This is an optimization exercise on Yosys and OpenROAD, whose aim is small area, not a production implementation. Function was checked by simulation only, so behaviour that the tests miss may differ from the original. Power and IR drop assume default switching activity.

==> run a: inputs <==
Design chunk_fifo, start of the top module:
module chunk_fifo #(
   parameter int DEPTH = 8,
   parameter int DW    = 256
) (
   input  logic          clk,
   input  logic          reset,
   input  logic          bus_val,
   input  logic          bus_sop,
   input  logic          bus_eop,
   input  logic [5:0]    bus_vbc,
   input  logic [DW-1:0] bus_data,
   output logic          bus_ready,
   output logic          bus_o_val,
   output logic          bus_o_sop,
   output logic          bus_o_eop,
   output logic [5:0]    bus_o_vbc,
   output logic [DW-1:0] bus_o_data,
   input  logic          bus_o_ready,
   output logic          idle,
   output logic          err,
   output logic [15:0]   pkt_cnt
);
==> module chunk_fifo, before the edit <==
module chunk_fifo #(
   parameter int DEPTH = 8,
   parameter int DW    = 256
) (
   input  logic          clk,
   input  logic          reset,
   input  logic          bus_val,
   input  logic          bus_sop,
   input  logic          bus_eop,
   input  logic [5:0]    bus_vbc,
   input  logic [DW-1:0] bus_data,
   output logic          bus_ready,
   output logic          bus_o_val,
   output logic          bus_o_sop,
   output logic          bus_o_eop,
   output logic [5:0]    bus_o_vbc,
   output logic [DW-1:0] bus_o_data,
   input  logic          bus_o_ready,
   output logic          idle,
   output logic          err,
   output logic [15:0]   pkt_cnt
);
   localparam int EW = DW + 8;       
   localparam int RD = DEPTH - 1;    
   logic [EW-1:0] head_q;            
   logic [EW-1:0] ram_q [RD];        
   logic [RD-1:0] wr_oh_q, rd_oh_q;  
   logic [3:0]    count_q;           
   logic          state_q;           
   logic          err_q;
   logic [15:0]   pkt_cnt_q;
   logic [EW-1:0] wr_entry;
   logic          empty, full, ram_empty;
   logic          accept, bad, push, pop;
   logic          ram_wr, ram_rd, ld_in, hold;
   logic [RD-1:0] we, keep, rsel;
   assign wr_entry  = {bus_sop, bus_eop, bus_vbc, bus_data};
   assign empty     = (count_q == 4'd0);
   assign full      = count_q[3];
   assign ram_empty = (count_q[3:1] == 3'd0);
   assign bus_ready = ~full;
   assign bus_o_val = ~empty;
   assign {bus_o_sop, bus_o_eop, bus_o_vbc, bus_o_data} = head_q;
   assign idle      = empty & ~state_q;
   assign err       = err_q;
   assign pkt_cnt   = pkt_cnt_q;
   assign accept = bus_val & ~full;
   assign bad    = (bus_vbc == 6'd0) | (bus_vbc > 6'd32) | ((bus_vbc < 6'd32) & ~bus_eop) |
                   (state_q ? bus_sop : ~bus_sop);
   assign push   = accept & ~bad;
   assign pop    = ~empty & bus_o_ready;
   assign ld_in  = ~reset & push & (empty | (pop & ram_empty));
   assign ram_wr = ~reset & push & ~empty & ~(pop & ram_empty);
   assign ram_rd = ~reset & pop & ~ram_empty;
   assign hold   = ~reset & ~empty & ~bus_o_ready;
   assign we   = wr_oh_q & {RD{ram_wr}};
   assign keep = ~we;
   assign rsel = rd_oh_q & {RD{ram_rd}};
   always_ff @(posedge clk) begin
      if (reset) begin
         wr_oh_q   <= RD'(1);
         rd_oh_q   <= RD'(1);
         count_q   <= '0;
         state_q   <= 1'b0;
         err_q     <= 1'b0;
         pkt_cnt_q <= '0;
      end else begin
         if (ram_wr) wr_oh_q <= {wr_oh_q[RD-2:0], wr_oh_q[RD-1]};
         if (ram_rd) rd_oh_q <= {rd_oh_q[RD-2:0], rd_oh_q[RD-1]};
         count_q <= count_q + 4'(push) - 4'(pop);
         if (accept) state_q <= ~bad & ~bus_eop;
         err_q <= accept & bad;
         if (pop && head_q[EW-2] && (pkt_cnt_q != 16'hFFFF)) pkt_cnt_q <= pkt_cnt_q + 16'd1;
      end
   end
   for (genvar i = 0; i < RD; i++) begin : g_ent
      logic [EW-1:0] nxt;
      for (genvar b = 0; b < EW; b++) begin : g_b
         cf_sel2 u_w (.a(ram_q[i][b]), .sa(keep[i]), .b(wr_entry[b]), .sb(we[i]), .y(nxt[b]));
      end
      always_ff @(posedge clk) ram_q[i] <= nxt;
   end
   logic [EW-1:0] head_d;
   for (genvar b = 0; b < EW; b++) begin : g_hd
      logic [2:0] t_n;
      cf_aoi222 u_t0 (.a(head_q[b]),   .sa(hold),    .b(wr_entry[b]), .sb(ld_in),
                      .c(ram_q[0][b]), .sc(rsel[0]), .y_n(t_n[0]));
      cf_aoi222 u_t1 (.a(ram_q[1][b]), .sa(rsel[1]), .b(ram_q[2][b]), .sb(rsel[2]),
                      .c(ram_q[3][b]), .sc(rsel[3]), .y_n(t_n[1]));
      cf_aoi222 u_t2 (.a(ram_q[4][b]), .sa(rsel[4]), .b(ram_q[5][b]), .sb(rsel[5]),
                      .c(ram_q[6][b]), .sc(rsel[6]), .y_n(t_n[2]));
      assign head_d[b] = ~&t_n;
   end
   always_ff @(posedge clk) head_q <= head_d;
endmodule
Settings: LEC_CHECK=0, CAP_MARGIN=20, CORE_MARGIN=2, CORE_UTILIZATION=40, SLEW_MARGIN=20, SYNTH_HIERARCHICAL=1; clock period 5.0 ns.
run.sh (not shown) runs the stock make flow with config.mk's settings and CLKGATE_MAP_FILE= SYNTH_SCRIPT=/design/flow/synth_recipe.tcl, a recipe that flattens the netlist after the stock synthesis.
==> run b: changes against run a <==
--- a/flow/design.v
+++ b/flow/design.v
@@ -22,3 +22,3 @@
 );
-   localparam int EW = DW + 8;       
+   localparam int EW = DW + 7;       
    localparam int RD = DEPTH - 1;    
@@ -36,3 +36,3 @@
    logic [RD-1:0] we, keep, rsel;
-   assign wr_entry  = {bus_sop, bus_eop, bus_vbc, bus_data};
+   assign wr_entry  = {bus_sop, bus_eop, bus_vbc[4:0], bus_data};
    assign empty     = (count_q == 4'd0);
@@ -42,3 +42,4 @@
    assign bus_o_val = ~empty;
-   assign {bus_o_sop, bus_o_eop, bus_o_vbc, bus_o_data} = head_q;
+   assign {bus_o_sop, bus_o_eop, bus_o_vbc[4:0], bus_o_data} = head_q;
+   assign bus_o_vbc[5] = ~empty & (head_q[DW +: 5] == 5'd0);
    assign idle      = empty & ~state_q;
==> flow/flow/run.sh (new file) <==
#!/bin/bash
# Own layout flow: the standard ORFS flow (standard.sh, unchanged synthesis), with
#  - port buffers of the smallest buffer cell (buf_1) instead of the resizer's default pick,
#  - a clock tree of clkbuf_8 leaf clusters (<= 20 sinks, <= 60 um) without dummy loads.
# Every tool's output goes to flow_standard.log in the work folder; ORFS's per-step logs stay
# under orfs/logs/.
set -euo pipefail
export BUFFER_PORTS_ARGS="-buffer_cell sky130_fd_sc_hd__buf_1"
export CTS_ARGS="-sink_clustering_enable -repair_clock_nets -buf_list sky130_fd_sc_hd__clkbuf_8 -sink_clustering_size 20 -sink_clustering_max_diameter 60 -dont_use_dummy_load"
bash standard.sh > flow_standard.log 2>&1
==> flow/standard.sh (new file) <==
#!/bin/bash
# synth_recipe.tcl (not shown) runs the flow's synth.tcl, then flattens the netlist and writes it again
# the make line also repeats each setting of config.mk as NAME=value (left out here)
make -C /OpenROAD-flow-scripts/flow DESIGN_CONFIG=/design/flow/config.mk WORK_HOME=/design/flow/orfs CLKGATE_MAP_FILE= SYNTH_SCRIPT=/design/flow/synth_recipe.tcl "${@:-finish}"
removed: flow/run.sh
==> run c: changes against run a <==
--- a/flow/design.v
+++ b/flow/design.v
@@ -22,3 +22,3 @@
 );
-   localparam int EW = DW + 8;       
+   localparam int EW = DW + 7;       
    localparam int RD = DEPTH - 1;    
@@ -36,3 +36,3 @@
    logic [RD-1:0] we, keep, rsel;
-   assign wr_entry  = {bus_sop, bus_eop, bus_vbc, bus_data};
+   assign wr_entry  = {bus_sop, bus_eop, bus_vbc[4:0], bus_data};
    assign empty     = (count_q == 4'd0);
@@ -42,3 +42,4 @@
    assign bus_o_val = ~empty;
-   assign {bus_o_sop, bus_o_eop, bus_o_vbc, bus_o_data} = head_q;
+   assign {bus_o_sop, bus_o_eop, bus_o_vbc[4:0], bus_o_data} = head_q;
+   assign bus_o_vbc[5] = ~empty & (head_q[DW +: 5] == 5'd0);
    assign idle      = empty & ~state_q;
==> flow/flow/run.sh (new file) <==
#!/bin/bash
# Own layout flow: the standard ORFS flow (standard.sh, unchanged synthesis), with
#  - port buffers of the smallest buffer cell (buf_1) instead of the resizer's default pick,
#  - a clock tree of clkbuf_8 leaf clusters (<= 18 sinks, <= 55 um) without dummy loads.
# Every tool's output goes to flow_standard.log in the work folder; ORFS's per-step logs stay
# under orfs/logs/.
set -euo pipefail
export BUFFER_PORTS_ARGS="-buffer_cell sky130_fd_sc_hd__buf_1"
export CTS_ARGS="-sink_clustering_enable -repair_clock_nets -buf_list sky130_fd_sc_hd__clkbuf_8 -sink_clustering_size 18 -sink_clustering_max_diameter 55 -dont_use_dummy_load"
bash standard.sh > flow_standard.log 2>&1
==> flow/standard.sh (new file) <==
#!/bin/bash
# synth_recipe.tcl (not shown) runs the flow's synth.tcl, then flattens the netlist and writes it again
# the make line also repeats each setting of config.mk as NAME=value (left out here)
make -C /OpenROAD-flow-scripts/flow DESIGN_CONFIG=/design/flow/config.mk WORK_HOME=/design/flow/orfs CLKGATE_MAP_FILE= SYNTH_SCRIPT=/design/flow/synth_recipe.tcl "${@:-finish}"
--- a/flow/config.mk
+++ b/flow/config.mk
@@ -9,3 +9,3 @@
 export CORE_MARGIN = 2
-export CORE_UTILIZATION = 40
+export CORE_UTILIZATION = 80
 export SLEW_MARGIN = 20
removed: flow/run.sh
==> comparison <==
Run a went through all stages and came out clean. Run b passed the timing, design-rule and antenna checks. Run c finished with timing, DRC and antenna clean.
First-iteration DRC count: run a < run b < run c.
Routed wire length, lowest first: run c, run b, run a.
The lowest hold slack belongs to run b, the highest to run a.
Clock skew, highest first: run b, run c, run a.
Synthesized area is the same in run c and run b.
The lowest design area belongs to run c, the highest to run a.
In run b the fmax is larger than in run c, by about 1.8%.
Critical path depth is the same in run b and run c.
In sequential power, run c and run b hardly differ.
In synthesized cell count, run b and run a hardly differ.
==> figures <==
|  | run c | run b | run a |
|---|---|---|---|
| CTS Buf Count | 141 | 150 | 212 |
| Compound-cell area share of the yosys netlist | 0.349 | 0.349 | 0.350 |
| Number of flip-flops under the largest register name | 1841 | 1841 | 1848 |
| Setup Skew | 48.8 ps | 130 ps | 48.0 ps |
| Non-filler cells in the finished layout | 7254 | 8477 | 8690 |
| Result of the run | complete, no violations | complete, no violations | complete, no violations |
| Net Count, Synth | 5514 | 5514 | 5512 |
| Xor/xnor share of the synthesized area | 0.000378 | 0.000378 | 0.000377 |
| Final worst path period share | 0.760 | 0.746 | 0.811 |
| CTS Sinks | 2140 | 2140 | 2148 |
| Worst Slack Setup Final | 1200 ps | 1270 ps | 943 ps |
| Mux cell area share after synthesis | 0.00308 | 0.00308 | 0.00194 |
| Fraction of area in registers | 0.556 | 0.540 | 0.487 |
| Clock network fraction of design power | 0.256 | 0.266 | 0.424 |
| Overall die width | 299 um | 421 um | 421 um |
| Fraction of final layout cells sized beyond drive strength 1 | 0.0495 | 0.0619 | 0.0888 |
| Worst hold path endpoint | err_q | head_q[36] | head_q[252] |
| Starting utilization of the core area | 0.804 | 0.402 | 0.402 |
| Iteration count of the initial detailed-routing pass | 15 | 13 | 13 |
| Gate count of the mapped netlist | 5238 | 5238 | 5236 |
| Synth Register Bits | 2140 | 2140 | 2148 |
| Routed wl met2 | 103 mm | 113 mm | 116 mm |

port drivers added, routing unchanged:
Ports are ideal in the flow. The routed layouts listed here were re-timed in OpenROAD.
Step 1 assumes that a clkbuf_16 drives the clock port and a buf_2 every other input.
Step 2, shift: input delay + t, output delay - t, t = (earliest + latest rising clock arrival at the registers) / 2. This alone moves slack from input paths to output paths.
Three values: ideal, step 1, step 2; two values: the first two.
| run | t (ns) | setup WS [ns] | worst setup path at the end |
|---|---|---|---|
| run a | 0.922 | 0.943 / 0.860 / 0.414 | input to register |
| run b | 0.984 | 1.269 / 1.269 / 1.078 | input to register |
| run c | 0.958 | 1.202 / 1.202 / 0.640 | input to register |
After both steps setup and hold are still met in every run listed. The setup slack of run c, which loses most, moves by 0.000 ns with the drivers and by -0.562 ns with both steps.
